From an optimization exercise on the open Yosys and OpenROAD flow, aimed at small area, a short achievable clock period and few clock cycles; shortcuts taken in it are not production practice. The RTL was checked by simulation tests, not by an equivalence proof against the original design. No activity file was given, so power comes from the tool's default toggle rates.

File: flow/run.sh
#!/bin/bash
# synth_recipe.tcl (not shown) runs the flow's synth.tcl, then flattens the netlist and writes it again
# the make line also repeats each setting of config.mk as NAME=value (left out here)
make -C /OpenROAD-flow-scripts/flow DESIGN_CONFIG=/design/flow/config.mk WORK_HOME=/design/flow/orfs CLKGATE_MAP_FILE= SYNTH_SCRIPT=/design/flow/synth_recipe.tcl finish
File: flow/constraint.sdc
create_clock -name core_clock -period 6.0 [get_ports {clock}]
set_input_delay 1.2000 -clock core_clock [delete_from_list [all_inputs] [get_ports {clock}]]
set_output_delay 1.2000 -clock core_clock [all_outputs]
set_load 0.01 [all_outputs]
File: flow/design.v
`default_nettype none
package mstw_pkg;
   localparam int DEF_MAX_NODES = 64;
   localparam int DEF_MAX_EDGES = 128;
   localparam int WEIGHT_W      = 16;
   localparam int STATUS_W      = 2;
   localparam logic [STATUS_W-1:0] ST_OK    = 2'd0;
   localparam logic [STATUS_W-1:0] ST_RANGE = 2'd1;
   localparam logic [STATUS_W-1:0] ST_FULL  = 2'd2;
endpackage
`default_nettype wire
`default_nettype none
module mstw_ram #(
   parameter int DEPTH  = 128,
   parameter int KEY_W  = 16,
   parameter int DATA_W = 12
) (
   input  wire logic              clock,
   input  wire logic              reset,
   input  wire logic [KEY_W-1:0]  cmp_key,     
   input  wire logic [KEY_W-1:0]  cmp_key2,    
   input  wire logic              cmp_new,     
   input  wire logic              ins,
   input  wire logic              close,       
   input  wire logic [KEY_W-1:0]  ins_key,
   input  wire logic [DATA_W-1:0] ins_data,
   input  wire logic              pop,
   output logic      [KEY_W-1:0]  head_key,
   output logic      [DATA_W-1:0] head_data
);
   localparam int ENT_W = KEY_W + DATA_W;
   function automatic logic key_lt(input logic [KEY_W-1:0] k, input logic [KEY_W-1:0] b);
      logic [KEY_W-1:0] g, p;
      int               span;
      g = k & b;
      p = k | b;
      for (span = 1; span < KEY_W; span = span * 2) begin
         for (int i = KEY_W - 1; i >= 0; i--) begin
            if ((i % (2 * span)) == (2 * span - 1) && i - span >= 0) begin
               g[i] = g[i] | (p[i] & g[i-span]);
               p[i] = p[i] & p[i-span];
            end
         end
      end
      key_lt = g[KEY_W-1];
   endfunction
   logic             vld_ff [DEPTH];
   logic             opn_ff [DEPTH];
   logic             lt_ff  [DEPTH];
   logic [ENT_W-1:0] ent_ff [DEPTH];    
   logic [DEPTH+1:0] ahead;             
   logic [DEPTH+1:0] cmp;               
   logic [ENT_W-1:0] ins_ent;
   assign ins_ent = {ins_key, ins_data};
   always_comb begin
      ahead[0]       = 1'b0;
      ahead[DEPTH+1] = 1'b1;
      cmp[0]         = 1'b0;
      cmp[DEPTH+1]   = 1'b0;
      for (int i = 0; i < DEPTH; i++) begin
         ahead[i+1] = !vld_ff[i] || (opn_ff[i] && lt_ff[i]);
         cmp[i+1]   = key_lt((i < DEPTH / 2) ? cmp_key : cmp_key2, {!ent_ff[i][ENT_W-1], ent_ff[i][ENT_W-2 -: KEY_W-1]});
      end
   end
   for (genvar i = 0; i < DEPTH; i++) begin : g_slot
      logic             sel_next, sel_new, sel_prev, sel_hold;
      logic [ENT_W-1:0] e_prev, e_next;
      logic             v_prev, v_next, o_prev, o_next;
      if (i == 0) begin : g_first
         assign e_prev = '0;
         assign v_prev = 1'b0;
         assign o_prev = 1'b0;
      end else begin : g_mid
         assign e_prev = ent_ff[i-1];
         assign v_prev = vld_ff[i-1];
         assign o_prev = opn_ff[i-1];
      end
      if (i == DEPTH - 1) begin : g_last
         assign e_next = '0;
         assign v_next = 1'b0;
         assign o_next = 1'b0;
      end else begin : g_low
         assign e_next = ent_ff[i+1];
         assign v_next = vld_ff[i+1];
         assign o_next = opn_ff[i+1];
      end
      assign sel_next = pop && (!ins || !ahead[i+2]);
      assign sel_new  = ins && (pop ? (ahead[i+2] && !ahead[i+1]) : (ahead[i+1] && !ahead[i]));
      assign sel_prev = ins && !pop && ahead[i];
      assign sel_hold = !sel_next && !sel_new && !sel_prev;
      always_ff @(posedge clock) begin
         if (reset) begin
            vld_ff[i] <= 1'b0;
         end else begin
            vld_ff[i] <= (sel_next && v_next) || sel_new || (sel_prev && v_prev)
                      || (sel_hold && vld_ff[i]);
         end
         opn_ff[i] <= !close && ((sel_next && o_next) || sel_new
                                 || (sel_prev && o_prev) || (sel_hold && opn_ff[i]));
         lt_ff[i]  <= (sel_next && cmp[i+2]) || (sel_new && cmp_new)
                   || (sel_prev && cmp[i]) || (sel_hold && cmp[i+1]);
         ent_ff[i] <= ({ENT_W{sel_next}} & e_next) | ({ENT_W{sel_new}} & ins_ent)
                    | ({ENT_W{sel_prev}} & e_prev) | ({ENT_W{sel_hold}} & ent_ff[i]);
      end
   end
   assign head_key  = ent_ff[0][ENT_W-1 -: KEY_W];
   assign head_data = ent_ff[0][DATA_W-1:0];
endmodule
`default_nettype wire
`default_nettype none
module mstw_queue #(
   parameter int WIDTH = 8,
   parameter int DEPTH = 4,
   parameter int PTR_W = $clog2(DEPTH),
   parameter int CNT_W = $clog2(DEPTH + 1)
) (
   input  wire logic             clock,
   input  wire logic             reset,
   input  wire logic             push,
   input  wire logic [WIDTH-1:0] push_data,
   input  wire logic             pop,
   output logic      [CNT_W-1:0] count,
   output logic      [WIDTH-1:0] head
);
   logic [WIDTH-1:0] slot_ff [DEPTH];
   logic [PTR_W-1:0] wr_ptr_ff, rd_ptr_ff;
   logic [CNT_W-1:0] count_ff;
   assign count = count_ff;
   assign head  = slot_ff[rd_ptr_ff];
   always_ff @(posedge clock) begin
      if (reset) begin
         wr_ptr_ff <= '0;
         rd_ptr_ff <= '0;
         count_ff  <= '0;
      end else begin
         wr_ptr_ff <= wr_ptr_ff + PTR_W'(push);
         rd_ptr_ff <= rd_ptr_ff + PTR_W'(pop);
         count_ff  <= count_ff + CNT_W'(push) - CNT_W'(pop);
      end
      if (push) begin
         slot_ff[wr_ptr_ff] <= push_data;
      end
   end
endmodule
`default_nettype wire
`default_nettype none
import mstw_pkg::*;
module mstw_front #(
   parameter int MAX_NODES = mstw_pkg::DEF_MAX_NODES,
   parameter int MAX_EDGES = mstw_pkg::DEF_MAX_EDGES,
   parameter int NODE_W    = $clog2(MAX_NODES),
   parameter int CNT_W     = $clog2(MAX_NODES + 1),
   parameter int FILL_W    = $clog2(MAX_EDGES + 1),
   parameter int JOB_W     = NODE_W + mstw_pkg::STATUS_W + FILL_W,
   parameter int JOBS      = 4,
   parameter int JCNT_W    = $clog2(JOBS + 1)
) (
   input  wire logic                            clock,
   input  wire logic                            reset,
   input  wire logic                            item_valid,
   output logic                                 item_ready,
   input  wire logic [NODE_W-1:0]               src_node,
   input  wire logic [NODE_W-1:0]               dst_node,
   input  wire logic [mstw_pkg::WEIGHT_W-1:0]   edge_weight,
   input  wire logic                            last_edge,
   input  wire logic                            csr_valid,
   output logic                                 csr_ready,
   input  wire logic [CNT_W-1:0]                csr_data,
   input  wire logic                            store_pop,    
   input  wire logic [JCNT_W-1:0]               job_count,    
   input  wire logic                            job_busy,     
   output logic                                 job_push,
   output logic      [JOB_W-1:0]                job_data,
   output logic      [mstw_pkg::WEIGHT_W-1:0]   cmp_key,      
   output logic      [mstw_pkg::WEIGHT_W-1:0]   cmp_key2,     
   output logic                                 cmp_new,
   output logic                                 ins,
   output logic                                 close,
   output logic      [mstw_pkg::WEIGHT_W-1:0]   ins_key,
   output logic      [2*NODE_W-1:0]             ins_data
);
   localparam logic [CNT_W-1:0]  NODE_LIMIT = CNT_W'(MAX_NODES);
   localparam logic [FILL_W-1:0] EDGE_LIMIT = FILL_W'(MAX_EDGES);
   logic                          ready_ff, accept;
   logic [CNT_W-1:0]              node_count_ff;
   logic                          a_v_ff, a_last_ff, a_rng_ff, a_loop_ff;
   logic [NODE_W-1:0]             a_src_ff, a_dst_ff;
   logic [mstw_pkg::WEIGHT_W-1:0] a_w_ff, a_k_ff;
   logic [FILL_W-1:0]   fill_ff, fill_now;    
   logic [FILL_W-1:0]   cnt_ff, cnt_now;      
   logic [STATUS_W-1:0] err_ff, err_now, item_err;
   logic                has_room, keep, store;
   logic [MAX_NODES-1:0] seen_ff;
   logic [CNT_W-1:0]    nodes_ff, nodes_now;
   logic                new_s, new_d, c_new_s_ff, c_new_d_ff;
   logic                          c_store_ff, c_close_ff;
   logic [NODE_W-1:0]             c_src_ff, c_dst_ff;
   logic [mstw_pkg::WEIGHT_W-1:0] c_w_ff;
   logic [STATUS_W+FILL_W-1:0]    c_job_ff;
   logic [FILL_W-1:0]   occ_ff;
   logic [FILL_W:0]     occ_need;
   logic [JCNT_W:0]     jobs_need;
   logic                open_only, ready_idle, ready_more, ready_end, ready_in;
   assign csr_ready  = 1'b1;
   assign item_ready = ready_ff;
   assign accept     = item_valid && ready_ff;
   always_comb begin
      has_room = (fill_ff < EDGE_LIMIT);
      keep     = a_v_ff && a_rng_ff && has_room;
      store    = keep && !a_loop_ff;
      item_err = !a_rng_ff ? ST_RANGE : (!has_room ? ST_FULL : ST_OK);
      err_now  = (err_ff != ST_OK) ? err_ff : item_err;
      fill_now = fill_ff + FILL_W'(keep);
      cnt_now  = cnt_ff + FILL_W'(store);
      new_s = c_close_ff || (!seen_ff[a_src_ff] && !(c_store_ff
              && ((a_src_ff == c_src_ff) || (a_src_ff == c_dst_ff))));
      new_d = c_close_ff || (!seen_ff[a_dst_ff] && !(c_store_ff
              && ((a_dst_ff == c_src_ff) || (a_dst_ff == c_dst_ff))));
      nodes_now = nodes_ff + CNT_W'(c_store_ff && c_new_s_ff) + CNT_W'(c_store_ff && c_new_d_ff);
      occ_need  = (FILL_W+1)'(occ_ff) + (FILL_W+1)'(c_store_ff) + (FILL_W+1)'(a_v_ff);
      open_only = (job_count == '0) && !job_busy && !c_close_ff && !(a_v_ff && a_last_ff);
      jobs_need = (JCNT_W+1)'(job_count) + (JCNT_W+1)'(c_close_ff)
                + (JCNT_W+1)'(a_v_ff && a_last_ff);
      ready_idle = ((occ_need < (FILL_W+1)'(MAX_EDGES)) || open_only)
                && (jobs_need < (JCNT_W+1)'(JOBS));
      ready_more = ((occ_need < (FILL_W+1)'(MAX_EDGES - 1)) || open_only)
                && (jobs_need < (JCNT_W+1)'(JOBS));
      ready_end  = (occ_need < (FILL_W+1)'(MAX_EDGES - 1))
                && (jobs_need < (JCNT_W+1)'(JOBS - 1));
      ready_in   = !accept ? ready_idle : (last_edge ? ready_end : ready_more);
   end
   assign cmp_key  = a_k_ff;
   assign cmp_key2 = ~{!a_w_ff[WEIGHT_W-1], a_w_ff[WEIGHT_W-2:0]};
   assign cmp_new  = {!a_w_ff[WEIGHT_W-1], a_w_ff[WEIGHT_W-2:0]}
                   < {!c_w_ff[WEIGHT_W-1], c_w_ff[WEIGHT_W-2:0]};
   assign ins      = c_store_ff;
   assign close    = c_close_ff;
   assign ins_key  = c_w_ff;
   assign ins_data = {c_src_ff, c_dst_ff};
   assign job_push = c_close_ff;
   assign job_data = {NODE_W'(nodes_now - 1'b1), c_job_ff};
   always_ff @(posedge clock) begin
      if (reset) begin
         node_count_ff <= NODE_LIMIT;
         ready_ff      <= 1'b1;
         a_v_ff        <= 1'b0;
         fill_ff       <= '0;
         cnt_ff        <= '0;
         nodes_ff      <= '0;
         seen_ff       <= '0;
         err_ff        <= ST_OK;
         c_store_ff    <= 1'b0;
         c_close_ff    <= 1'b0;
         occ_ff        <= '0;
      end else begin
         if (csr_valid) begin
            node_count_ff <= csr_data;
         end
         ready_ff <= ready_in;
         a_v_ff   <= accept;
         if (a_v_ff) begin
            fill_ff <= a_last_ff ? '0 : fill_now;
            cnt_ff  <= a_last_ff ? '0 : cnt_now;
            err_ff  <= a_last_ff ? ST_OK : err_now;
         end
         c_store_ff <= store;
         c_close_ff <= a_v_ff && a_last_ff;
         nodes_ff   <= c_close_ff ? '0 : nodes_now;
         if (c_close_ff) begin
            seen_ff <= '0;
         end else if (c_store_ff) begin
            seen_ff <= seen_ff | (MAX_NODES'(1) << c_src_ff) | (MAX_NODES'(1) << c_dst_ff);
         end
         occ_ff     <= occ_ff + FILL_W'(c_store_ff) - FILL_W'(store_pop);
      end
      a_src_ff  <= src_node;
      a_dst_ff  <= dst_node;
      a_w_ff    <= edge_weight;
      a_k_ff    <= {edge_weight[WEIGHT_W-1], ~edge_weight[WEIGHT_W-2:0]};
      a_last_ff <= last_edge;
      a_loop_ff <= (src_node == dst_node);
      a_rng_ff  <= (node_count_ff >= NODE_LIMIT)
                || ((CNT_W'(src_node) < node_count_ff) && (CNT_W'(dst_node) < node_count_ff));
      c_src_ff <= a_src_ff;
      c_dst_ff <= a_dst_ff;
      c_w_ff   <= a_w_ff;
      c_job_ff <= {err_now, cnt_now};
      c_new_s_ff <= new_s;
      c_new_d_ff <= new_d;
   end
endmodule
`default_nettype wire
`default_nettype none
import mstw_pkg::*;
module mstw_back #(
   parameter int MAX_NODES = mstw_pkg::DEF_MAX_NODES,
   parameter int MAX_EDGES = mstw_pkg::DEF_MAX_EDGES,
   parameter int NODE_W    = $clog2(MAX_NODES),
   parameter int FILL_W    = $clog2(MAX_EDGES + 1),
   parameter int JOB_W     = NODE_W + mstw_pkg::STATUS_W + FILL_W,
   parameter int JCNT_W    = 3,
   parameter int TOT_W     = mstw_pkg::WEIGHT_W + NODE_W
) (
   input  wire logic                          clock,
   input  wire logic                          reset,
   input  wire logic [JCNT_W-1:0]             job_count,
   input  wire logic [JOB_W-1:0]              job_data,
   output logic                               job_pop,
   output logic                               job_busy,
   output logic                               store_pop,
   input  wire logic [mstw_pkg::WEIGHT_W-1:0] head_w,
   input  wire logic [2*NODE_W-1:0]           head_nodes,
   output logic                               rsp_valid,
   input  wire logic                          rsp_ready,
   output logic      [TOT_W-1:0]              rsp_total,
   output logic      [mstw_pkg::STATUS_W-1:0] rsp_status
);
   logic                cur_v_ff, cur_v_in;
   logic [FILL_W-1:0]   cur_rem_ff, cur_rem_in;
   logic                cur_last_ff, cur_last_in;
   logic                cur_nz_ff, cur_nz_in;
   logic                cur_first_ff, cur_first_in;
   logic [STATUS_W-1:0] cur_st_ff, cur_st_in;
   logic [NODE_W-1:0]   cur_need_ff, cur_need_in;
   logic                issue_ff, issue_in, pop_ff, owed_in, load;
   logic [FILL_W-1:0]   job_fill;
   logic [STATUS_W-1:0] job_status;
   logic [NODE_W-1:0]   job_need;
   logic                s1_v_ff, s1_e_ff, s1_f_ff, s1_l_ff;
   logic                s2_v_ff, s2_e_ff, s2_f_ff, s2_l_ff;
   logic                s3_v_ff, s3_j_ff, s3_f_ff, s3_l_ff, s3_d_ff;
   logic [NODE_W-1:0]   s1_need_ff, s2_need_ff;    
   logic [NODE_W-1:0]   left_ff, left_base;        
   logic                done_now, sent_ff, sent_base, emit;
   logic [STATUS_W-1:0] s1_st_ff, s2_st_ff, s3_st_ff;
   logic [NODE_W-1:0]   s1_a_ff, s1_b_ff, s2_a_ff, s2_b_ff;
   logic [MAX_NODES-1:0] s1_aoh_ff, s1_boh_ff;    
   logic signed [WEIGHT_W-1:0] s1_w_ff, s2_w_ff, s3_w_ff;
   logic [NODE_W-1:0]   lab_ff [MAX_NODES];
   logic [NODE_W-1:0]   pu_from_ff, pu_to_ff;
   logic [NODE_W-1:0]   ra, rb, la, lb, lab_a, lab_b;
   logic                fix_a, fix_b, ne, join_now, join_a, join_t;
   logic [MAX_NODES-1:0] hit_a, hit_t, upd;
   logic [TOT_W-1:0]    total_ff, total_sum;
   logic                rsp_valid_ff, rsp_valid_in;
   logic [TOT_W-1:0]    rsp_total_ff;
   logic [STATUS_W-1:0] rsp_status_ff;
   assign {job_need, job_status, job_fill} = job_data;
   always_comb begin
      load         = (job_count != '0) && (!cur_v_ff || (issue_ff && cur_last_ff));
      cur_v_in     = cur_v_ff;
      cur_rem_in   = cur_rem_ff;
      cur_last_in  = cur_last_ff;
      cur_nz_in    = cur_nz_ff;
      cur_first_in = cur_first_ff;
      cur_st_in    = cur_st_ff;
      cur_need_in  = cur_need_ff;
      if (load) begin
         cur_v_in     = 1'b1;
         cur_rem_in   = job_fill;
         cur_last_in  = (job_fill <= FILL_W'(1));
         cur_nz_in    = (job_fill != '0);
         cur_first_in = 1'b1;
         cur_st_in    = job_status;
         cur_need_in  = job_need;
      end else if (issue_ff) begin
         cur_v_in     = !cur_last_ff;
         cur_rem_in   = cur_rem_ff - 1'b1;
         cur_last_in  = (cur_rem_ff == FILL_W'(2));
         cur_first_in = 1'b0;
      end
      rsp_valid_in = emit || (rsp_valid_ff && !rsp_ready);
      owed_in      = (issue_ff && cur_last_ff) || (s1_v_ff && s1_l_ff) || (s2_v_ff && s2_l_ff)
                  || rsp_valid_in;
      issue_in     = cur_v_in && (!cur_last_in || !owed_in);
   end
   assign job_pop   = load;
   assign job_busy  = cur_v_ff;
   assign store_pop = pop_ff;
   always_comb begin
      lab_a = '0;
      lab_b = '0;
      for (int v = 0; v < MAX_NODES; v++) begin
         lab_a = lab_a | (lab_ff[v] & {NODE_W{s1_aoh_ff[v]}});
         lab_b = lab_b | (lab_ff[v] & {NODE_W{s1_boh_ff[v]}});
      end
      ra = s1_f_ff ? s1_a_ff : lab_a;
      rb = s1_f_ff ? s1_b_ff : lab_b;
   end
   always_comb begin
      fix_a  = !s2_f_ff && s3_j_ff && (s2_a_ff == pu_from_ff);
      fix_b  = !s2_f_ff && s3_j_ff && (s2_b_ff == pu_from_ff);
      la     = fix_a ? pu_to_ff : s2_a_ff;
      lb     = fix_b ? pu_to_ff : s2_b_ff;
      ne     = fix_a ? (!fix_b && (pu_to_ff != s2_b_ff))
                     : (fix_b ? (s2_a_ff != pu_to_ff) : (s2_a_ff != s2_b_ff));
      join_now = s2_v_ff && s2_e_ff && ne;
      left_base = s2_f_ff ? s2_need_ff : left_ff;
      done_now  = join_now && (left_base == NODE_W'(1));
      join_a   = join_now && !fix_a;
      join_t   = join_now && fix_a;
      for (int v = 0; v < MAX_NODES; v++) begin
         hit_a[v] = (lab_ff[v] == s2_a_ff);
         hit_t[v] = (lab_ff[v] == pu_to_ff);
         upd[v]   = (hit_a[v] && join_a) || (hit_t[v] && join_t);
      end
   end
   always_comb begin
      total_sum = (s3_f_ff ? '0 : total_ff) + (s3_j_ff ? TOT_W'(s3_w_ff) : '0);
      sent_base = !s3_f_ff && sent_ff;
      emit      = s3_v_ff && !sent_base && (s3_l_ff || (s3_d_ff && !rsp_valid_ff));
   end
   always_ff @(posedge clock) begin
      if (reset) begin
         cur_v_ff     <= 1'b0;
         issue_ff     <= 1'b0;
         pop_ff       <= 1'b0;
         s1_v_ff      <= 1'b0;
         s2_v_ff      <= 1'b0;
         s3_v_ff      <= 1'b0;
         rsp_valid_ff <= 1'b0;
      end else begin
         cur_v_ff     <= cur_v_in;
         issue_ff     <= issue_in;
         pop_ff       <= issue_in && cur_nz_in;
         s1_v_ff      <= issue_ff;
         s2_v_ff      <= s1_v_ff;
         s3_v_ff      <= s2_v_ff;
         rsp_valid_ff <= rsp_valid_in;
      end
      cur_rem_ff   <= cur_rem_in;
      cur_last_ff  <= cur_last_in;
      cur_nz_ff    <= cur_nz_in;
      cur_first_ff <= cur_first_in;
      cur_st_ff    <= cur_st_in;
      cur_need_ff  <= cur_need_in;
      s1_e_ff  <= cur_nz_ff;
      s1_f_ff  <= cur_first_ff;
      s1_l_ff  <= cur_last_ff;
      s1_st_ff <= cur_st_ff;
      s1_need_ff <= cur_need_ff;
      {s1_a_ff, s1_b_ff} <= head_nodes;
      s1_aoh_ff <= MAX_NODES'(1) << head_nodes[2*NODE_W-1:NODE_W];
      s1_boh_ff <= MAX_NODES'(1) << head_nodes[NODE_W-1:0];
      s1_w_ff  <= head_w;
      s2_e_ff  <= s1_e_ff;
      s2_f_ff  <= s1_f_ff;
      s2_l_ff  <= s1_l_ff;
      s2_st_ff <= s1_st_ff;
      s2_need_ff <= s1_need_ff;
      s2_a_ff  <= ra;
      s2_b_ff  <= rb;
      s2_w_ff  <= s1_w_ff;
      s3_j_ff    <= join_now;
      s3_f_ff    <= s2_f_ff;
      s3_l_ff    <= s2_l_ff;
      s3_st_ff   <= s2_st_ff;
      s3_d_ff    <= done_now;
      if (s2_v_ff) begin
         left_ff <= left_base - NODE_W'(join_now);
      end
      s3_w_ff    <= s2_w_ff;
      pu_from_ff <= la;
      pu_to_ff   <= lb;
      for (int v = 0; v < MAX_NODES; v++) begin
         if (s1_v_ff && s1_f_ff) begin
            lab_ff[v] <= NODE_W'(v);
         end else if (upd[v]) begin
            lab_ff[v] <= lb;
         end
      end
      if (s3_v_ff) begin
         total_ff <= total_sum;
      end
      if (s3_v_ff) begin
         sent_ff <= sent_base || emit;
      end
      if (emit) begin
         rsp_total_ff  <= (s3_st_ff == ST_OK) ? total_sum : '0;
         rsp_status_ff <= s3_st_ff;
      end
   end
   assign rsp_valid  = rsp_valid_ff;
   assign rsp_total  = rsp_total_ff;
   assign rsp_status = rsp_status_ff;
endmodule
`default_nettype wire
`default_nettype none
import mstw_pkg::*;
module minimum_spanning_tree_weight #(
   parameter int MAX_NODES = mstw_pkg::DEF_MAX_NODES,
   parameter int MAX_EDGES = mstw_pkg::DEF_MAX_EDGES,
   parameter int NODE_W    = $clog2(MAX_NODES),
   parameter int CNT_W     = $clog2(MAX_NODES + 1),
   parameter int IN_W      = ((2 * NODE_W + mstw_pkg::WEIGHT_W + 7) / 8) * 8,
   parameter int TOT_W     = mstw_pkg::WEIGHT_W + NODE_W,
   parameter int OUT_W     = ((TOT_W + 7) / 8) * 8
) (
   input  wire logic                          clock,
   input  wire logic                          reset,
   input  wire logic                          req_tvalid,
   output logic                               req_tready,
   input  wire logic [IN_W-1:0]               req_tdata,   
   input  wire logic                          req_tlast,   
   output logic                               rsp_tvalid,
   input  wire logic                          rsp_tready,
   output logic      [OUT_W-1:0]              rsp_tdata,   
   output logic      [mstw_pkg::STATUS_W-1:0] rsp_tuser,   
   input  wire logic                          csr_valid,
   output logic                               csr_ready,
   input  wire logic [CNT_W-1:0]              csr_data
);
   localparam int FILL_W = $clog2(MAX_EDGES + 1);
   localparam int JOB_W  = NODE_W + STATUS_W + FILL_W;
   localparam int JOBS   = 4;
   localparam int JCNT_W = $clog2(JOBS + 1);
   logic                job_push, job_pop, job_busy, store_pop, ins, close, cmp_new;
   logic [JCNT_W-1:0]   job_count;
   logic [JOB_W-1:0]    job_in, job_head;
   logic [WEIGHT_W-1:0] cmp_key, cmp_key2, ins_key, head_key;
   logic [2*NODE_W-1:0] ins_data, head_data;
   logic [TOT_W-1:0]    rsp_total;
   mstw_front #(
      .MAX_NODES (MAX_NODES), .MAX_EDGES (MAX_EDGES), .NODE_W (NODE_W), .CNT_W (CNT_W),
      .FILL_W (FILL_W), .JOB_W (JOB_W), .JOBS (JOBS), .JCNT_W (JCNT_W)
   ) u_front (
      .clock       (clock),
      .reset       (reset),
      .item_valid  (req_tvalid),
      .item_ready  (req_tready),
      .src_node    (req_tdata[NODE_W-1:0]),
      .dst_node    (req_tdata[2*NODE_W-1:NODE_W]),
      .edge_weight (req_tdata[2*NODE_W+WEIGHT_W-1:2*NODE_W]),
      .last_edge   (req_tlast),
      .csr_valid   (csr_valid),
      .csr_ready   (csr_ready),
      .csr_data    (csr_data),
      .store_pop   (store_pop),
      .job_count   (job_count),
      .job_busy    (job_busy),
      .job_push    (job_push),
      .job_data    (job_in),
      .cmp_key     (cmp_key),
      .cmp_key2    (cmp_key2),
      .cmp_new     (cmp_new),
      .ins         (ins),
      .close       (close),
      .ins_key     (ins_key),
      .ins_data    (ins_data)
   );
   mstw_ram #(.DEPTH(MAX_EDGES), .KEY_W(WEIGHT_W), .DATA_W(2 * NODE_W)) u_edges (
      .clock     (clock),
      .reset     (reset),
      .cmp_key   (cmp_key),
      .cmp_key2  (cmp_key2),
      .cmp_new   (cmp_new),
      .ins       (ins),
      .close     (close),
      .ins_key   (ins_key),
      .ins_data  (ins_data),
      .pop       (store_pop),
      .head_key  (head_key),
      .head_data (head_data)
   );
   mstw_queue #(.WIDTH(JOB_W), .DEPTH(JOBS)) u_jobs (
      .clock     (clock),
      .reset     (reset),
      .push      (job_push),
      .push_data (job_in),
      .pop       (job_pop),
      .count     (job_count),
      .head      (job_head)
   );
   mstw_back #(
      .MAX_NODES (MAX_NODES), .MAX_EDGES (MAX_EDGES), .NODE_W (NODE_W), .FILL_W (FILL_W),
      .JOB_W (JOB_W), .JCNT_W (JCNT_W), .TOT_W (TOT_W)
   ) u_back (
      .clock      (clock),
      .reset      (reset),
      .job_count  (job_count),
      .job_data   (job_head),
      .job_pop    (job_pop),
      .job_busy   (job_busy),
      .store_pop  (store_pop),
      .head_w     (head_key),
      .head_nodes (head_data),
      .rsp_valid  (rsp_tvalid),
      .rsp_ready  (rsp_tready),
      .rsp_total  (rsp_total),
      .rsp_status (rsp_tuser)
   );
   assign rsp_tdata = OUT_W'(rsp_total);
endmodule
`default_nettype wire
File: flow/config.mk
export PLATFORM = sky130hd
export DESIGN_NAME = minimum_spanning_tree_weight
export DESIGN_NICKNAME = minimum_spanning_tree_weight
export VERILOG_FILES = /design/flow/design.v
export SDC_FILE = /design/flow/constraint.sdc
export NUM_CORES = 4
export LEC_CHECK = 0
export CAP_MARGIN = 20
export CORE_MARGIN = 2
export CORE_UTILIZATION = 45
export SETUP_SLACK_MARGIN = 3.0
export SLEW_MARGIN = 20
export SYNTH_HIERARCHICAL = 1
==> impl_results.md, run 1 <==
- Gr ovfl total: 0
- Synth area leader: dfxtp_1
- Worst relative slew slack: 19.1%
- Layout cell share with drive strength beyond 1: 9.39%
- CP endpoint kind: flip-flop
- Clk slew on worst S/H paths: 0.06 ns
- Vias: 256000
- Final ANT Viol Nets: 0
- Largest net degree at the start of global routing: 158
- CP arrival: 4.16 ns
- Clk pwr share: 30.6%
- Max Cap Viol: 0
- Pre-antenna DRT Iters: 17
- Leakage Power: 110 nW
- RSZ-0062 raised after global routing: yes
- Switch share: 40.3%
- Final hold violation count: 0
- First-pass GRT wire length: 1590 mm
- Die area: 553000 µm²
- Synth Flop Type: dfxtp_1
- Std-Cell Rows: 271
- Global Route met3 Usage: 8.57%
- CTS Buffer Depth: 4
- Setup TNS: 0 ns
- Post-DP HPWL: 716 mm
- H-tree depth: 6
- Layout Skew: 0.0595 ns
- Sw Pwr: 46.4 mW
- Post-CTS Hold Buffers: 0
- #FFs+latches synth: 4935
- CTS tree: done
- Wire length per cell: 30.9 µm
- Met2 Resource Use GR: 51.8%
- M1 GR Usage: 53.5%
- Die width: 744 µm
- Mapped Avg Cell Area: 8.25 µm²
- Seq/Total Area, Yosys: 40.6%
- Int Pwr: 68.8 mW
- Synthesized area: 246000 µm²
- Worst Tran Pin Value: 1.21 ns
- EDFF count, synth: 133
- Initial antenna violation count: 50
- Max Fclk: 0.304 GHz
- Core area: 545000 µm²
- Routability cong.: 1.08
- Post-place setup slack: 1.64 ns
- Post-route setup slack: 2.71 ns
- Gate power share: 27.9%
- DRC Markers: 0
- Fillers: 50500
- PwrDens: 417 nW/µm²
- Grt peak-use layer: met1
- Height of the die: 744 µm
- Final number of setup-violating endpoints: 0
- Area Overhead vs Synth: 12.1%
- Cell count after synthesis: 29800
- Detail-routed via count per cell: 7.11
- Ys async rst share: 0%
- Starting DRC count in detailed routing: 57100
- Total CTS buffers: 564
- Hold crit path type: reg -> reg
- DRT Wirelength: 1110 mm
- Total GRT Usage: 37.2%
- Crit path required time: 6.87 ns
- Number of global-route vias before repair: 225000
- Synth area leaders: dfxtp_1 39%, a222oi_1 14%, nand2_1 12%
- Setup crit start kind: flip-flop
- Reg power frac: 41.5%
- Peak supply drop: 0.000371 V
- Outcome: no timing/DRC/antenna violations
- Sink Count: 4935
- Clock Latency Late Sink: 1.12 ns
- Port buffer count: 66
- Final Critical Period: 3.29 ns
- Critical-path maximum fanout: 6
- IO Pins: 74
- Distinct cells, synth: 100
- Worst Setup Path Type: reg -> reg
- # nets final: 28500
- Final period utilization: 54.9%
- Starting Density: 45.2%
- Clk root buf: clkbuf_16
- Synth warn: 15
- Post-synth top area share: 39.0%
- Fin. max-slew vios: 0
## power by group through the flow
stage / logic, mW / clock network [mW] / registers (mW)
2_1_floorplan: 21.5 / 0 / 42.9
3_3_place_gp: 28.7 / 0 / 47.7
3_5_place_dp: 29.3 / 0 / 47.9
4_1_cts: 30.5 / 35.5 / 47.0
5_1_grt: 34.2 / 36.8 / 47.9
6_report: 32.2 / 35.3 / 47.8
## cell type report
class | instances | area (µm²) | share of cell area [%]
flip-flops and latches | 4935 | 100000 | 36.4
diodes | 34 | 85.1 | 0.0308
clock buffers | 855 | 16900 | 6.13
repair inverters | 1 | 8.76 | 0.00317
clock inverters | 156 | 1720 | 0.621
well taps | 7234 | 9050 | 3.28
repair buffers | 863 | 8700 | 3.15
multi-input cells | 21800 | 138000 | 50.1
inverters | 191 | 890 | 0.322
## layout by cell type (no fill, tap or decap), types with 81 or more instances in the layout
| cell | netlist | routed |
|---|---|---|
| a211oi_1 | 205 | 201 |
| a221oi_1 | 250 | 247 |
| nand2_1 | 8138 | 8128 |
| buf_12 | 5 | 100 |
| a31oi_1 | 362 | 354 |
| a21oi_2 | 0 | 128 |
| nand2b_1 | 84 | 83 |
| buf_4 | 15 | 609 |
| o21ai_0 | 780 | 769 |
| xnor2_1 | 445 | 439 |
| a22oi_1 | 774 | 773 |
| o211ai_1 | 189 | 189 |
| a21oi_1 | 1305 | 1128 |
| nor4_1 | 149 | 130 |
| clkbuf_16 | 0 | 592 |
| nand4_1 | 303 | 303 |
| mux2i_1 | 426 | 424 |
| a222oi_1 | 3556 | 3556 |
| xor2_1 | 428 | 425 |
| a22o_1 | 149 | 149 |
| and2_1 | 111 | 81 |
| nor2b_1 | 160 | 159 |
| a21o_1 | 125 | 124 |
| clkbuf_1 | 2200 | 140 |
| clkbuf_8 | 0 | 133 |
| edfxtp_1 | 133 | 133 |
| dfxtp_1 | 4802 | 4737 |
| maj3_1 | 154 | 154 |
| nor2_1 | 1405 | 1213 |
| nor3_1 | 194 | 187 |
| inv_1 | 188 | 169 |
| nand3_1 | 208 | 206 |
| o31ai_1 | 120 | 118 |
| nor2_2 | 0 | 127 |
| o22ai_1 | 650 | 541 |
## final timing paths
path | startpoint | end | slack (ns) | depth (start not counted)
hold reg to reg | u_back.s1_w_ff[4] | u_back.s2_w_ff[4] | 0.32 | 0
hold / removal | u_back.s1_w_ff[4] | u_back.s2_w_ff[4] | 0.32 | 0
setup reg to reg | u_back.s1_boh_ff[28] | u_back.s2_b_ff[2] | 2.71 | 4
setup / recovery | u_back.s1_boh_ff[28] | u_back.s2_b_ff[2] | 2.71 | 4
## registers in the layout, summed over array words and instances (netlist names), 22 cells and up
signal and flops:
u_back.lab_ff 384, u_back.rsp_total_ff 22, u_back.s1_aoh_ff 64, u_back.s1_boh_ff 64
u_back.total_ff 22, u_edges.ent_ff 3584, u_edges.lt_ff 128, u_edges.opn_ff 128
u_edges.vld_ff 128, u_front.seen_ff 64, u_jobs.slot_ff 64
## metrics by stage
step	util [%]	instance area, µm²	cells	total power [mW]	hold WS (ns)
2_1_floorplan	-	246000	29800	64.4	0.310
3_3_place_gp	46.2	252000	34800	76.4	0.312
3_5_place_dp	46.3	252000	34800	77.2	0.312
4_1_cts	50.2	274000	35900	113	0.326
5_1_grt	50.6	276000	36000	119	0.329
6_report	50.7	276000	36000	115	0.323
## per-layer routing
metal	part of all wire [%]	wire, µm	up-vias
met5	0.019	216	-
met1	41	457000	124000
met3	13	150000	2663
li1	-	-	111000
met2	40	446000	18400
met4	5.5	61500	30
## synthesized netlist by cell type, types with 55 or more instances
library cell / number
ha_1: 76
nand4_1: 303
xor2_1: 428
edfxtp_1: 133
o21ai_0: 780
buf_2: 546
a211oi_1: 205
a221o_1: 56
a222oi_1: 3556
xnor2_1: 445
maj3_1: 154
o31ai_1: 120
mux2i_1: 426
nor4_1: 149
and2_1: 111
a221oi_1: 250
a21bo_2: 58
a21boi_0: 65
inv_1: 188
a22o_1: 149
a21oi_1: 1305
a21o_1: 125
nor2_1: 1405
nand3_1: 208
o2111ai_1: 76
o22ai_1: 650
o41ai_1: 75
o211ai_1: 189
nand2_1: 8138
dfxtp_1: 4802
a21boi_1: 55
nor2b_1: 160
a22oi_1: 774
clkbuf_1: 2200
nand2b_1: 84
a31oi_1: 362
nor3_1: 194
buf_1: 211
## worst max-delay path, stage by stage (launching register included)
cell,delay [ns]
dfxtp_1,0.51
a22oi_2,0.77
nand4_1,0.60
nor4_1,0.85
a21oi_1,0.32
## logic make-up (layout without fill, tap and decap cells)
group	count (synthesis)	after routing	synth area share, %
AO/OA/AOI/OAI	9126	9151	29.3
AND/OR/NAND/NOR	11000	11000	18.5
multiplexers	476	476	2.14
buffers and inverters	3177	2066	5.20
adder cells (fa/ha/maj)	236	236	1.06
XOR/XNOR	874	874	3.11
other	2	37	0.00305
flip-flops	4935	4935	40.6
## timing repair
| item | CTS | global route |
|---|---|---|
| gates resized for setup | 277 | 192 |
| buffers inserted | 96 | 71 |
| endpoints found under the setup margin | 3958 | 1208 |
| gates cloned | 25 | 32 |
| pin swaps | 48 | 53 |
Testbench counts, summed over its fixed seeds: cycles 3,507.
==> run 2, diff against run 1 <==
--- a/flow/config.mk
+++ b/flow/config.mk
@@ -7,7 +7,9 @@
 export LEC_CHECK = 0
 export CAP_MARGIN = 20
 export CORE_MARGIN = 2
-export CORE_UTILIZATION = 45
+export CORE_UTILIZATION = 50
+export CTS_CLUSTER_DIAMETER = 100
+export CTS_CLUSTER_SIZE = 20
 export SETUP_SLACK_MARGIN = 3.0
 export SLEW_MARGIN = 20
 export SYNTH_HIERARCHICAL = 1
==> run 2 against run 1 <==
Compared with the run above: still clean on timing, DRC and antenna; sequential power is essentially flat; core utilization grew 3.3 points; register-to-register slack gained 0.02 ns; hold slack gained 0.0067 ns; combinational power grew 2%; count of clock-buffer cells in the layout shrank 516; non-clock buffer count grew 37; wire length grew 1.8%; global-route usage grew 4.7 points; fmax grew 0.49%; via count shrank 0.45%; critical path type unchanged.
==> impl_results.md, run 2 <==
- Synth area leaders: dfxtp_1 39%, a222oi_1 14%, nand2_1 12% (unchanged)
- Height of the die: 706 µm (was 744 µm)
- Worst Tran Pin Value: 1.29 ns (was 1.21 ns)
- Final period utilization: 54.6% (was 54.9%)
- Sink Count: 4935 (unchanged)
- Die width: 706 µm (was 744 µm)
- Std-Cell Rows: 257 (was 271)
- Wire length per cell: 32.7 µm (was 30.9 µm)
- IO Pins: 74 (unchanged)
- CP endpoint kind: flip-flop (unchanged)
- PwrDens: 384 nW/µm² (was 417 nW/µm²)
- Synth cell count leaders: 8138 x nand2_1, 4802 x dfxtp_1, 3556 x a222oi_1 (unchanged)
- Final number of setup-violating endpoints: 0 (unchanged)
- Layout Skew: 0.0608 ns (was 0.0595 ns)
- Largest Register: u_edges.ent_ff (unchanged)
- Largest net degree at the start of global routing: 149 (was 158)
- Pre-antenna DRT Iters: 17 (unchanged)
- Clk slew on worst S/H paths: 0.09 ns (was 0.06 ns)
- Final ANT Viol Nets: 0 (unchanged)
- Area Overhead vs Synth: 7.45% (was 12.1%)
- Met3 Wirelength: 155 mm (was 150 mm)
- Gr ovfl total: 0 (unchanged)
- DRT Wirelength: 1130 mm (was 1110 mm)
- CTS tree: done (unchanged)
- Crit path required time: 6.80 ns (was 6.87 ns)
- Routability cong.: 1.08 (about the same)
- Layout cell share with drive strength beyond 1: 7.66% (was 9.39%)
- Max Cap Viol: 0 (unchanged)
- Detail-routed via count per cell: 7.35 (was 7.11)
- CP arrival: 4.07 ns (was 4.16 ns)
- Critical-path maximum fanout: 6 (unchanged)
- Worst relative slew slack: 13.8% (was 19.1%)
- Met1 Wirelength: 457 mm (about the same)
- Post-synth top area share: 39.0% (unchanged)
- Total GRT Usage: 41.9% (was 37.2%)
- Post-DP HPWL: 735 mm (was 716 mm)
- H-tree depth: 5 (was 6)
- Final hold violation count: 0 (unchanged)
- Commonest non-fill, non-tap cell in the layout: nand2_1 (unchanged)
- Ys async rst share: 0% (unchanged)
- Cell with the most instances after synthesis: nand2_1 (unchanged)
- RSZ-0062 raised after global routing: yes (unchanged)
- Routed wl met2: 456 mm (was 446 mm)
- Hold crit path type: reg -> reg (unchanged)
- EDFF count, synth: 133 (unchanged)
- Max reg flops: 3584 (unchanged)
- Clock Latency Late Sink: 1.04 ns (was 1.12 ns)
- Reg2Reg Depth: 4 (unchanged)
- Number of global-route vias before repair: 223000 (was 225000)
- Vias: 255000 (was 256000)
- DRC Markers: 0 (unchanged)
- Synthesized area: 246000 µm² (unchanged)
- Setup TNS: 0 ns (unchanged)
- Commonest non-fill, non-tap cells in the layout: 8131 x nand2_1, 4731 x dfxtp_1, 3556 x a222oi_1, 1213 x nor2_1, 1142 x a21oi_1 (was 8128 x nand2_1, 4737 x dfxtp_1, 3556 x a222oi_1, 1213 x nor2_1, 1128 x a21oi_1)
- Distinct cells, synth: 100 (unchanged)
- Total CTS buffers: 289 (was 564)
- Peak supply drop: 0.000397 V (was 0.000371 V)
- Synth area leader: dfxtp_1 (unchanged)
- Initial antenna violation count: 49 (was 50)
- Max Fclk: 0.305 GHz (was 0.304 GHz)
- Synth warn: 15 (unchanged)
- Leakage Power: 105 nW (was 110 nW)
- Die area: 498000 µm² (was 553000 µm²)
- Largest regs: u_edges.ent_ff x3584, u_back.lab_ff x384 (unchanged)
- First-pass GRT wire length: 1600 mm (was 1590 mm)
- Post-CTS Hold Buffers: 0 (unchanged)
- CTS Buffer Depth: 4 (unchanged)
- Worst Setup Path Type: reg -> reg (unchanged)
- Crit-path cells: a22oi_1, nand4_1, nor4_1, a21oi_1 (was a22oi_2, nand4_1, nor4_1, a21oi_1)
- Clk root buf: clkbuf_16 (unchanged)
- Crit. Startpoint: u_back.s1_boh_ff[28] (unchanged)
- #FFs+latches synth: 4935 (unchanged)
- R2r startpoint: u_back.s1_boh_ff[28] (unchanged)
- Post-layout util: 54.0% (was 50.7%)
- R2r endpoint: u_back.s2_b_ff[2] (unchanged)
- Outcome: no timing/DRC/antenna violations (unchanged)
- Seq/Total Area, Yosys: 40.6% (unchanged)
- Final Power: 102 mW (was 115 mW)
- Cell count after synthesis: 29800 (unchanged)
- Port buffer count: 66 (unchanged)
- Setup crit start kind: flip-flop (unchanged)
- Fin. max-slew vios: 0 (unchanged)
- Fillers: 45100 (was 50500)
- Flop2flop setup slack: 2.72 ns (was 2.71 ns)
- Slowest CP cell: a22oi_1 (was nor4_1)
- Starting DRC count in detailed routing: 58300 (was 57100)
- Final Critical Period: 3.28 ns (was 3.29 ns)
- Starting Density: 50.2% (was 45.2%)
- Core area: 490000 µm² (was 545000 µm²)
- Setup crit end: u_back.s2_b_ff[2] (unchanged)
- DR top layer: met5 (unchanged)
- # nets final: 28200 (was 28500)
- Synth Flop Type: dfxtp_1 (unchanged)
- Highest cell delay on the worst timing path: 0.87 ns (was 0.85 ns)
- Mapped Avg Cell Area: 8.25 µm² (unchanged)
## run 2: where the power goes
| group | switching [mW] | internal, mW | total, mW |
|---|---|---|---|
| clock | 12.2 | 9.10 | 21.3 |
| combinational | 22.6 | 10.2 | 32.8 |
| sequential | 9.28 | 38.3 | 47.6 |
## run 2: area by class of cell
class,count,area [µm²],share of cell area (%)
Timing Repair Buffer,900,9180,3.47
Antenna cell,52,130,0.0492
Inverter,191,852,0.322
Sequential cell,4935,100000,37.9
Tap cell,6475,8100,3.06
Clock buffer,339,7560,2.85
Clock inverter,29,472,0.178
Multi-Input combinational cell,21800,138000,52.1
## run 2: routing by layer
layer	global-route usage (%)	vias up
met5	0	-
met4	20.6	14
met3	9.66	2704
met2	58.7	18900
met1	60.1	123000
li1	-	110000
## run 2: worst max-delay path, delay by kind of cell (launching register included)
kind,cells,cell delay [ns]
AO/OA/AOI/OAI,2,1.14
AND/OR/NAND/NOR,2,1.35
flip-flops,1,0.59
## run 2: timing repair
action / in CTS / in global routing
gates resized for setup: 201 / 154
hold endpoints to repair: 0 / 0
setup endpoints to repair: 3201 / 1988
buffers inserted: 86 / 78
gates cloned: 17 / 42
pin swaps: 29 / 63
## run 2: how the worst min path moves through the flow
stage / start / endpoint / slack (ns) / cells after the start
finish: u_back.s2_w_ff[14] / u_back.s3_w_ff[14] / 0.33 / 0
global route: u_back.s2_w_ff[14] / u_back.s3_w_ff[14] / 0.33 / 0
CTS: u_back.s1_w_ff[15] / u_back.s2_w_ff[15] / 0.33 / 0
detailed placement: u_back.s1_need_ff[2] / u_back.s2_need_ff[2] / 0.31 / 0
global placement: u_back.s1_need_ff[1] / u_back.s2_need_ff[1] / 0.31 / 0
floorplan: u_back.s1_e_ff / u_back.s2_e_ff / 0.31 / 0
## run 2: kinds of logic after synthesis
family	count (synthesis)	synth area share (%)
buffers and inverters	3177	5.20
xor gates and xnor gates	874	3.11
DFF	4935	40.6
muxes	476	2.14
AOI/OAI and AO/OA	9126	29.3
and+or+nand+nor	11000	18.5
adders and majority gates	236	1.06
other	2	0.00305
## run 2: stage by stage
step | hold WS (ns) | std cells | setup slack (ns) | cell area (µm²)
floorplan | 0.310 | 29800 | 3.10 | 246000
global placement | 0.310 | 34000 | 1.65 | 252000
detailed placement | 0.312 | 34000 | 1.67 | 252000
CTS | 0.331 | 34500 | 2.96 | 262000
global route | 0.330 | 34600 | 2.85 | 265000
finish | 0.330 | 34700 | 2.72 | 265000

## what the ideal ports hide
The results above use ideal ports. As a check the final layouts listed here were re-extracted and re-timed, cells and wires unchanged.
Step 1 assumes that a clkbuf_16 drives the clock port and a buf_2 every other input.
Step 2 adds t to the input delays and takes it off the output delays; t is the mean of the earliest and latest rising clock arrival at the registers after step 1. Input paths then give back, and output paths get back, about the clock's delay inside the block.
Three values: ideal, step 1, step 2; two values: the first two.
| run | shift t [ns] | setup slack, ns | latest minus earliest clock arrival (ns) | slew at the worst register clock pin (ns) | worst slew at a driven data input, ns |
|---|---|---|---|---|---|
| run 1 | 1.225 | 2.709 / 2.709 / 2.709 | 0.063 / 0.062 | 0.07 / 0.07 | 0.25 |
| run 2 | 1.133 | 2.725 / 2.725 / 2.725 | 0.070 / 0.069 | 0.10 / 0.10 | 0.08 |
After both steps setup and hold are still met in every run listed.
